What follows belongs to an exercise in optimizing a design on an open flow for a short achievable clock period and few clock cycles; a production flow would make more cautious choices. Function was checked by simulation only, so behaviour that the tests miss may differ from the original.

## flow/design.v

```verilog
`timescale 1ns/1ps
package cache_pkg;
  typedef logic [16-1:0] addr_t;
  typedef logic [32-1:0] word_t;
  typedef logic [4-1:0] mask_t;
  typedef logic [$clog2(2)-1:0] way_t;
  typedef struct packed {
    logic                        valid;
    logic [(16 - ($clog2(16)) - ($clog2(4) + $clog2(4)))-1:0] tag;
  } tag_info_t;
  typedef logic [2*((16 - ($clog2(16)) - ($clog2(4) + $clog2(4)))+1)-1:0] tag_row_t;
  typedef logic [2*32-1:0] data_row_t;
  typedef struct packed {
    logic  store;
    addr_t addr;
    word_t data;
    mask_t mask;
  } cache_req_t;
  typedef enum logic [2:0] {
    MISS_IDLE,
    MISS_EVICT_REQ,
    MISS_EVICT_DATA,
    MISS_FILL_REQ,
    MISS_FILL_DATA,
    MISS_INSTALL,
    MISS_DONE
  } miss_state_e;
endpackage
`timescale 1ns/1ps
module cache (
  input  logic             clk_i,
  input  logic             reset_i,
  input  logic             v_i,
  input  logic             store_i,
  input  cache_pkg::addr_t addr_i,
  input  cache_pkg::word_t data_i,
  input  cache_pkg::mask_t mask_i,
  output logic             yumi_o,
  output cache_pkg::word_t data_o,
  output logic             v_o,
  input  logic             yumi_i,
  output logic             dma_pkt_v_o,
  output logic             dma_pkt_write_o,
  output cache_pkg::addr_t dma_pkt_addr_o,
  input  logic             dma_pkt_yumi_i,
  input  cache_pkg::word_t dma_data_i,
  input  logic             dma_data_v_i,
  output logic             dma_data_ready_o,
  output cache_pkg::word_t dma_data_o,
  output logic             dma_data_v_o,
  input  logic             dma_data_yumi_i
);
  localparam int QD = 8;    
  localparam int QW = 3;
  localparam int RW = 1 + 14 + 32 + 4;    
  localparam int EW = RW + 16 + 64;       
  logic          iq_v0, iq_v1;
  logic [EW-1:0] iq_e0, iq_e1;
  logic          yumi_r;
  logic          s1_v;
  logic          s1_go;
  logic [15:0] in_ohs;
  logic [63:0] in_ohw;
  always_comb begin
    for (int i = 0; i < 16; i++) begin
      in_ohs[i] = (addr_i[7:4] == i);
    end
    for (int i = 0; i < 64; i++) begin
      in_ohw[i] = (addr_i[7:2] == i);
    end
  end
  wire [EW-1:0] in_req  = {store_i, addr_i[15:2], data_i, mask_i, in_ohs, in_ohw};
  wire          push    = v_i & yumi_r;
  wire          s1_free = ~s1_v | s1_go;
  wire          pop     = s1_free & iq_v0;
  always_ff @(posedge clk_i) begin
    if (reset_i) begin
      iq_v0  <= 1'b0;
      iq_v1  <= 1'b0;
      yumi_r <= 1'b1;
    end else if (pop) begin
      iq_v0  <= iq_v1 | push;
      iq_v1  <= iq_v1 & push;
      yumi_r <= ~(iq_v1 & push);
    end else if (!iq_v0) begin
      iq_v0  <= push;
      yumi_r <= 1'b1;
    end else begin
      iq_v1  <= iq_v1 | push;
      yumi_r <= ~(iq_v1 | push);
    end
  end
  always_ff @(posedge clk_i) begin
    if (pop) begin
      iq_e0 <= iq_v1 ? iq_e1 : in_req;
    end else if (!iq_v0) begin
      iq_e0 <= in_req;
    end
    if (pop || !iq_v1) begin
      iq_e1 <= in_req;
    end
  end
  assign yumi_o = yumi_r;
  logic [31:0]   valid_q;
  logic [31:0]   dirty_q;
  logic [15:0]   lru_q;
  logic [255:0]  tag_q;
  logic [4095:0] dmem;
  logic        s1_st;
  logic [13:0] s1_a;
  logic [31:0] s1_d;
  logic [3:0]  s1_m;
  logic        s1_h0, s1_h1;
  logic        s1_v0, s1_v1;
  logic        s1_d0, s1_d1;
  logic        s1_lru;
  logic [7:0]  s1_t0, s1_t1;
  logic [31:0] s1_rd0, s1_rd1;
  logic [15:0] s1_ohs;
  logic [63:0] s1_ohw;
  wire [7:0] s1_tag = s1_a[13:6];
  wire [3:0] s1_set = s1_a[5:2];
  wire [1:0] s1_wd  = s1_a[1:0];
  wire       hit    = s1_h0 | s1_h1;
  wire       hway   = ~s1_h0;
  wire       vict   = ~s1_v0 ? 1'b0 : (~s1_v1 ? 1'b1 : s1_lru);
  wire       vdirty = vict ? (s1_v1 & s1_d1) : (s1_v0 & s1_d0);
  wire [7:0] vtag   = vict ? s1_t1 : s1_t0;
  wire       uway   = hit ? hway : vict;
  wire [31:0] rdata = hway ? s1_rd1 : s1_rd0;
  logic hit_go, miss_go, st_we;
  logic        fw_v;
  logic [31:0] fw_d;
  logic [3:0]  fw_set;
  logic        fw_way;
  logic [1:0]  fw_wd;
  logic        fw_slot;
  logic [3:0]  fw_sm;
  logic [31:0] fw_sd;
  logic        fw_resp;
  logic [QW-1:0] fw_ridx;
  logic [127:0] fw_oh;
  logic [31:0] fw_word;
  always_comb begin
    for (int b = 0; b < 4; b++) begin
      fw_word[8*b +: 8] = fw_sm[b] ? fw_sd[8*b +: 8] : fw_d[8*b +: 8];
    end
  end
  wire        c_st  = iq_e0[EW-1];
  wire [13:0] c_a   = iq_e0[EW-2 -: 14];
  wire [15:0] c_ohs = iq_e0[64 +: 16];
  wire [63:0] c_ohw = iq_e0[0 +: 64];
  wire [7:0]  c_tag = c_a[13:6];
  wire [3:0]  c_set = c_a[5:2];
  wire [1:0]  c_wd  = c_a[1:0];
  wire        c_byp = s1_go & (c_set == s1_set);
  wire        c_new = c_byp & ~hit;       
  wire        c_eq  = (c_tag == s1_tag);
  logic        c_v [2];
  logic        c_d [2];
  logic        c_h [2];
  logic [7:0]  c_t [2];
  logic [31:0] c_rd [2];
  logic        a_v [2];
  logic        a_d [2];
  logic [7:0]  a_t [2];
  logic [31:0] a_rd [2];
  logic        a_lru;
  always_comb begin
    a_lru = 1'b0;
    for (int s = 0; s < 16; s++) begin
      a_lru = a_lru | (c_ohs[s] & lru_q[s]);
    end
    for (int w = 0; w < 2; w++) begin
      a_v[w]  = 1'b0;
      a_d[w]  = 1'b0;
      a_t[w]  = '0;
      a_rd[w] = '0;
      for (int s = 0; s < 16; s++) begin
        a_v[w] = a_v[w] | (c_ohs[s] & valid_q[2*s + w]);
        a_d[w] = a_d[w] | (c_ohs[s] & dirty_q[2*s + w]);
        a_t[w] = a_t[w] | ({8{c_ohs[s]}} & tag_q[(2*s + w)*8 +: 8]);
        for (int k = 0; k < 4; k++) begin
          a_rd[w] = a_rd[w] | ({32{c_ohw[4*s + k]}} & dmem[(8*s + 4*w + k)*32 +: 32]);
        end
      end
    end
  end
  always_comb begin
    for (int w = 0; w < 2; w++) begin
      if (c_new && uway == w[0]) begin
        c_v[w] = 1'b1;
        c_t[w] = s1_tag;
        c_h[w] = c_eq;
      end else begin
        c_v[w] = a_v[w];
        c_t[w] = a_t[w];
        c_h[w] = a_v[w] & (a_t[w] == c_tag);
      end
      if (c_byp && uway == w[0] && (s1_st || !hit)) begin
        c_d[w] = s1_st;
      end else begin
        c_d[w] = a_d[w];
      end
      c_rd[w] = a_rd[w];
      if (fw_v && fw_set == c_set && fw_way == w[0] && fw_wd == c_wd) begin
        c_rd[w] = fw_word;
      end else if (st_we && s1_set == c_set && hway == w[0] && s1_wd == c_wd) begin
        for (int b = 0; b < 4; b++) begin
          if (s1_m[b]) c_rd[w][8*b +: 8] = s1_d[8*b +: 8];
        end
      end
    end
  end
  wire c_lru = c_byp ? ~uway : a_lru;
  always_ff @(posedge clk_i) begin
    if (reset_i) begin
      s1_v <= 1'b0;
    end else if (s1_free) begin
      s1_v <= iq_v0;
    end
  end
  always_ff @(posedge clk_i) begin
    if (s1_free) begin
      {s1_st, s1_a, s1_d, s1_m, s1_ohs, s1_ohw} <= iq_e0;
      s1_h0  <= c_h[0];
      s1_h1  <= c_h[1];
      s1_v0  <= c_v[0];
      s1_v1  <= c_v[1];
      s1_d0  <= c_d[0];
      s1_d1  <= c_d[1];
      s1_t0  <= c_t[0];
      s1_t1  <= c_t[1];
      s1_lru <= c_lru;
      s1_rd0 <= c_rd[0];
      s1_rd1 <= c_rd[1];
    end else begin
      if (fw_v && fw_set == s1_set && fw_way == 1'b0 && fw_wd == s1_wd) s1_rd0 <= fw_word;
      if (fw_v && fw_set == s1_set && fw_way == 1'b1 && fw_wd == s1_wd) s1_rd1 <= fw_word;
    end
  end
  logic [1:0]  sl_v;
  logic [3:0]  sl_set  [2];
  logic        sl_way  [2];
  logic [7:0]  sl_ntag [2];
  logic        sl_st   [2];
  logic        sl_ld   [2];
  logic [1:0]  sl_wd   [2];
  logic [31:0] sl_sd   [2];
  logic [3:0]  sl_sm   [2];
  logic [QW-1:0] sl_ridx [2];
  logic [3:0]  sl_pres [2];
  logic        al_ptr;
  logic s1_b0, s1_b1, s1_p0, s1_p1;
  wire  pend_stall = hway ? s1_p1 : s1_p0;
  wire  vict_busy  = vict ? s1_b1 : s1_b0;
  logic       sn_v   [2];
  logic [3:0] sn_set [2];
  logic       sn_way [2];
  logic [3:0] sn_pres [2];
  always_comb begin
    for (int i = 0; i < 2; i++) begin
      if (miss_go && al_ptr == i[0]) begin
        sn_v[i]    = 1'b1;
        sn_set[i]  = s1_set;
        sn_way[i]  = vict;
        sn_pres[i] = '0;
      end else begin
        sn_v[i]    = sl_v[i] & ~(fw_v && fw_slot == i[0] && fw_wd == 2'd3);
        sn_set[i]  = sl_set[i];
        sn_way[i]  = sl_way[i];
        sn_pres[i] = sl_pres[i];
        if (fw_v && fw_slot == i[0]) sn_pres[i][fw_wd] = 1'b1;
      end
    end
  end
  logic sb_c [2], sp_c [2], sb_s [2], sp_s [2];
  always_comb begin
    for (int w = 0; w < 2; w++) begin
      sb_c[w] = 1'b0;
      sp_c[w] = 1'b0;
      sb_s[w] = 1'b0;
      sp_s[w] = 1'b0;
      for (int i = 0; i < 2; i++) begin
        if (sn_v[i] && sn_way[i] == w[0] && sn_set[i] == c_set) begin
          sb_c[w] = 1'b1;
          if (!sn_pres[i][c_wd]) sp_c[w] = 1'b1;
        end
        if (sn_v[i] && sn_way[i] == w[0] && sn_set[i] == s1_set) begin
          sb_s[w] = 1'b1;
          if (!sn_pres[i][s1_wd]) sp_s[w] = 1'b1;
        end
      end
    end
  end
  always_ff @(posedge clk_i) begin
    if (s1_free) begin
      s1_b0 <= sb_c[0];
      s1_b1 <= sb_c[1];
      s1_p0 <= sp_c[0];
      s1_p1 <= sp_c[1];
    end else begin
      s1_b0 <= sb_s[0];
      s1_b1 <= sb_s[1];
      s1_p0 <= sp_s[0];
      s1_p1 <= sp_s[1];
    end
  end
  logic [31:0]   q_data [QD];
  logic [QD-1:0] q_rdy;
  logic [QW-1:0] q_wp, q_rp;
  logic [QW:0]   q_cnt;
  logic          out_v_r;
  logic [31:0]   out_d_r;
  logic q_full;
  assign hit_go  = s1_v & hit & ~pend_stall & ~q_full;
  assign miss_go = s1_v & ~hit & ~sl_v[al_ptr] & ~vict_busy & ~q_full;
  assign s1_go   = hit_go | miss_go;
  assign st_we   = hit_go & s1_st;
  always_ff @(posedge clk_i) begin
    if (reset_i) begin
      valid_q <= '0;
      dirty_q <= '0;
      lru_q   <= '0;
    end else begin
      for (int e = 0; e < 16; e++) begin
        if (s1_go && s1_ohs[e]) begin
          lru_q[e] <= ~uway;
        end
      end
      for (int e = 0; e < 32; e++) begin
        if (s1_go && s1_ohs[e/2] && uway == e[0]) begin
          if (s1_st) begin
            dirty_q[e] <= 1'b1;
          end else if (!hit) begin
            dirty_q[e] <= 1'b0;
          end
        end
        if (miss_go && s1_ohs[e/2] && vict == e[0]) begin
          valid_q[e] <= 1'b1;
        end
      end
    end
  end
  always_ff @(posedge clk_i) begin
    for (int e = 0; e < 32; e++) begin
      if (miss_go && s1_ohs[e/2] && vict == e[0]) begin
        tag_q[e*8 +: 8] <= s1_tag;
      end
    end
  end
  logic        pkt_v_r, pkt_w_r;
  logic [15:0] pkt_a_r;
  logic        dv_r, rdy_r;
  logic [31:0] dd_r, dd_n;
  logic [127:0] sl_wb [2];
  logic [1:0]  cnt_r;
  logic        en_ptr, en_idle, nx_v;
  logic [7:0]  en_ntag;
  logic [3:0]  en_set;
  logic        en_way;
  logic        nx_wb;
  logic [7:0]  nx_otag;
  wire pkt_take = pkt_v_r & dma_pkt_yumi_i;
  wire wb_move  = dv_r & dma_data_yumi_i;
  wire wb_last  = wb_move & (cnt_r == 2'd3);
  wire fl_move  = rdy_r & dma_data_v_i;
  wire fin      = fl_move & (cnt_r == 2'd3);
  wire start_s1 = miss_go & (en_idle | (fin & ~nx_v));
  wire start_nx = fin & nx_v;
  logic [127:0] v_line;
  always_comb begin
    v_line = '0;
    for (int s = 0; s < 16; s++) begin
      v_line = v_line | ({128{s1_ohs[s]}} & (vict ? dmem[(2*s + 1)*128 +: 128] : dmem[(2*s)*128 +: 128]));
    end
  end
  wire [127:0] en_wb = sl_wb[en_ptr];
  always_ff @(posedge clk_i) begin
    if (reset_i) begin
      pkt_v_r <= 1'b0;
      dv_r    <= 1'b0;
      rdy_r   <= 1'b0;
      en_idle <= 1'b1;
      nx_v    <= 1'b0;
      al_ptr  <= 1'b0;
    end else begin
      if (miss_go) begin
        al_ptr <= ~al_ptr;
      end
      if (miss_go && !start_s1) begin
        nx_v <= 1'b1;
      end else if (start_nx) begin
        nx_v <= 1'b0;
      end
      if (start_s1 || start_nx) begin
        pkt_v_r <= 1'b1;
        en_idle <= 1'b0;
      end else if (wb_last) begin
        pkt_v_r <= 1'b1;
      end else if (pkt_take) begin
        pkt_v_r <= 1'b0;
      end else if (fin) begin
        en_idle <= 1'b1;
      end
      if (pkt_take) begin
        dv_r  <= pkt_w_r;
        rdy_r <= ~pkt_w_r;
      end else begin
        if (wb_last) dv_r <= 1'b0;
        if (fin) rdy_r <= 1'b0;
      end
    end
  end
  always_ff @(posedge clk_i) begin
    if (start_s1) begin
      en_ptr  <= al_ptr;
      en_set  <= s1_set;
      en_way  <= vict;
      pkt_w_r <= vdirty;
      pkt_a_r <= {vdirty ? vtag : s1_tag, s1_set, 4'b0};
      en_ntag <= s1_tag;
    end else if (start_nx) begin
      en_ptr  <= ~en_ptr;
      en_set  <= sl_set[~en_ptr];
      en_way  <= sl_way[~en_ptr];
      pkt_w_r <= nx_wb;
      pkt_a_r <= {nx_wb ? nx_otag : sl_ntag[~en_ptr], sl_set[~en_ptr], 4'b0};
      en_ntag <= sl_ntag[~en_ptr];
    end else if (wb_last) begin
      pkt_w_r <= 1'b0;
      pkt_a_r <= {en_ntag, en_set, 4'b0};
    end
    if (pkt_take) begin
      cnt_r <= 2'd0;
    end else if (wb_move || fl_move) begin
      cnt_r <= cnt_r + 2'd1;
    end
    if (pkt_take || wb_move) begin
      dd_r <= dd_n;
    end
    if (start_s1) begin
      dd_n <= v_line[31:0];
    end else if (start_nx) begin
      dd_n <= sl_wb[~en_ptr][31:0];
    end else if (pkt_take) begin
      dd_n <= en_wb[63:32];
    end else if (wb_move) begin
      dd_n <= en_wb[(cnt_r + 2'd2)*32 +: 32];
    end
  end
  always_ff @(posedge clk_i) begin
    if (miss_go) begin
      nx_wb   <= vdirty;
      nx_otag <= vtag;
    end
  end
  always_ff @(posedge clk_i) begin
    if (reset_i) begin
      sl_v <= '0;
    end else begin
      if (miss_go) begin
        sl_v[al_ptr] <= 1'b1;
      end
      if (fw_v && fw_wd == 2'd3) begin
        sl_v[fw_slot] <= 1'b0;
      end
    end
  end
  always_ff @(posedge clk_i) begin
    if (miss_go) begin
      sl_set[al_ptr]  <= s1_set;
      sl_way[al_ptr]  <= vict;
      sl_ntag[al_ptr] <= s1_tag;
      sl_st[al_ptr]   <= s1_st;
      sl_ld[al_ptr]   <= ~s1_st;
      sl_wd[al_ptr]   <= s1_wd;
      sl_sd[al_ptr]   <= s1_d;
      sl_sm[al_ptr]   <= s1_m;
      sl_ridx[al_ptr] <= q_wp;
      sl_pres[al_ptr] <= '0;
      sl_wb[al_ptr]   <= v_line;
    end
    if (fw_v) begin
      sl_pres[fw_slot][fw_wd] <= 1'b1;
    end
  end
  always_ff @(posedge clk_i) begin
    if (reset_i) begin
      fw_v  <= 1'b0;
      fw_oh <= '0;
    end else begin
      fw_v <= fl_move;
      for (int i = 0; i < 128; i++) begin
        fw_oh[i] <= ({en_set, en_way, cnt_r} == i) & fl_move;
      end
    end
    fw_d    <= dma_data_i;
    fw_set  <= en_set;
    fw_way  <= en_way;
    fw_wd   <= cnt_r;
    fw_slot <= en_ptr;
    fw_sm   <= (sl_st[en_ptr] && sl_wd[en_ptr] == cnt_r) ? sl_sm[en_ptr] : 4'b0;
    fw_sd   <= sl_sd[en_ptr];
    fw_resp <= sl_ld[en_ptr] && sl_wd[en_ptr] == cnt_r;
    fw_ridx <= sl_ridx[en_ptr];
  end
  for (genvar gi = 0; gi < 128; gi++) begin : g_dw
    always_ff @(posedge clk_i) begin
      if (fw_oh[gi]) begin
        dmem[gi*32 +: 32] <= fw_word;
      end else if (st_we && s1_ohw[(gi/8)*4 + gi%4] && hway == gi[2]) begin
        for (int b = 0; b < 4; b++) begin
          if (s1_m[b]) begin
            dmem[gi*32 + 8*b +: 8] <= s1_d[8*b +: 8];
          end
        end
      end
    end
  end
  wire head_ok  = (q_cnt != '0) & q_rdy[q_rp];
  wire out_free = ~out_v_r | yumi_i;
  wire pop_r    = out_free & head_ok;
  always_ff @(posedge clk_i) begin
    if (reset_i) begin
      q_wp    <= '0;
      q_rp    <= '0;
      q_cnt   <= '0;
      q_full  <= 1'b0;
      out_v_r <= 1'b0;
    end else begin
      if (s1_go) q_wp <= q_wp + 1'b1;
      if (pop_r) q_rp <= q_rp + 1'b1;
      q_cnt <= q_cnt + {{QW{1'b0}}, s1_go} - {{QW{1'b0}}, pop_r};
      q_full <= (q_cnt + {{QW{1'b0}}, s1_go} - {{QW{1'b0}}, pop_r}) == QD[QW:0];
      if (out_free) out_v_r <= head_ok;
    end
  end
  always_ff @(posedge clk_i) begin
    if (out_free) begin
      out_d_r <= q_data[q_rp];
    end
    if (s1_go) begin
      q_data[q_wp] <= s1_st ? 32'b0 : rdata;
      q_rdy[q_wp]  <= s1_st | hit;
    end
    if (fw_v && fw_resp) begin
      q_data[fw_ridx] <= fw_d;
      q_rdy[fw_ridx]  <= 1'b1;
    end
  end
  assign v_o              = out_v_r;
  assign data_o           = out_d_r;
  assign dma_pkt_v_o      = pkt_v_r;
  assign dma_pkt_write_o  = pkt_w_r;
  assign dma_pkt_addr_o   = pkt_a_r;
  assign dma_data_v_o     = dv_r;
  assign dma_data_o       = dd_r;
  assign dma_data_ready_o = rdy_r;
endmodule
```

## flow/run.sh

```bash
#!/bin/bash
# synth_recipe.tcl (not shown) runs the flow's synth.tcl, then flattens the netlist and writes it again
# the make line also repeats each setting of config.mk as NAME=value (left out here)
make -C /OpenROAD-flow-scripts/flow DESIGN_CONFIG=/design/flow/config.mk WORK_HOME=/design/flow/orfs CLKGATE_MAP_FILE= SYNTH_SCRIPT=/design/flow/synth_recipe.tcl finish
```

## flow/config.mk

```make
export PLATFORM = sky130hd
export DESIGN_NAME = cache
export DESIGN_NICKNAME = cache
export VERILOG_FILES = /design/flow/design.v
export SDC_FILE = /design/flow/constraint.sdc
export NUM_CORES = 4
export LEC_CHECK = 0
export ABC_CLOCK_PERIOD_IN_PS = 2500
export CAP_MARGIN = 20
export CORE_MARGIN = 2
export CORE_UTILIZATION = 60
export PLACE_DENSITY = 0.75
export SETUP_SLACK_MARGIN = 4.7
export SLEW_MARGIN = 20
```

## flow/constraint.sdc

```tcl
create_clock -name core_clock -period 8.0 [get_ports {clk_i}]
set_input_delay 1.6000 -clock core_clock [delete_from_list [all_inputs] [get_ports {clk_i}]]
set_output_delay 1.6000 -clock core_clock [all_outputs]
set_load 0.01 [all_outputs]
```

==> run summary <==
[layer usage]
layer / overflow / track usage
met5: 2 / 0.531
met4: 87 / 0.761
met3: 32 / 0.712
met2: 63 / 0.913
met1: 12 / 0.831
[cell families after synthesis]
logic type      synth area share
mux                       0.0649
buf+inv                   0.0450
other cells            0.0000127
fa+ha+maj               0.000828
xor+xnor                 0.00198
flops                      0.590
compound gates             0.183
simple gates               0.114
[metrics by stage]
stage,hold slack [ps],std cells,utilization,area [µm²],worst slack [ps]
after floorplan,343,28100,-,296000,3480
after global placement,401,32200,0.615,302000,3170
after detailed placement,407,32200,0.615,302000,3110
after CTS,359,33600,0.670,329000,4500
[timing repair]
item | 4_1_cts
cloned | 69
setup endpoints to repair | 5583
gates resized for setup | 1194
setup buffers | 166
pin swaps | 66
[power by group through the flow]
stage,combinational (mW),sequential [mW],clock (mW)
floorplan,9.57,36.4,0
global placement,16.0,36.9,0
detailed placement,16.5,37.0,0
CTS,17.8,36.3,30.3
[how the worst max path moves through the flow]
stage / from / to / cells past startpoint
3_5_place_dp: s1_h0$_DFFE_PN_ / iq_e0[1]$_DFFE_PP_ / 10
4_1_cts: iq_e0[6]$_DFFE_PP_ / s1_rd0[5]$_DFFE_PP_ / 9
3_3_place_gp: s1_h0$_DFFE_PN_ / iq_e0[2]$_DFFE_PP_ / 10
2_1_floorplan: s1_lru$_DFFE_PN_ / sl_pres[0][0]$_SDFFCE_PN0P_ / 6
==> metrics.cfg <==
[outcome]
status=did not finish
stop_stage=global routing
error=[ERROR GRT-0116] Global routing finished with congestion. Check the congestion regions in the DRC Viewer.

[global_routing]
overflow=196
grt_pass1_vias=282000
grt_usage=0.810
grt_max_degree=133
grt_pass1_wl_um=2690000

[logic_synthesis]
synth_seq_cells=5924
ys_top_cells_by_area=edfxtp_1 (57%), a21oi_1 (7.1%), nor2_1 (5.7%)
syn_area_um2=296000
syn-instance-count=28100
ys.warnings.count=18
avgSynthCellArea_um2=10.5
synth_edf_count=5596
synth_most_common_cell=edfxtp_1
yosysSeqAreaShare=0.590
synth_common_cells=edfxtp_1 (5,596), nor2_1 (4,486), a21oi_1 (4,185), nand2_1 (2,940), clkbuf_1 (2,789)
yosysUniqueCellTypes=78
synth-async-reset-ratio=0
synth_ff_type=edfxtp_1
synth_top_area_share=0.568
yosysTopAreaCell=edfxtp_1

[cts]
cts_buffers=630
h-tree-depth=6
cts.sinks=5924
cts.path.max_buffers=4
cts_root_buf=clkbuf_16
hold_buffers=0

[die]
ios=178
die-width_um=706
start_util=0.603
die_y_um=706
num_rows=257

[placement]
io_buffers=171
place_congestion=1.25
hpwl_um=1300000

Testbench counts, summed over its fixed seeds: cycles 18,493.
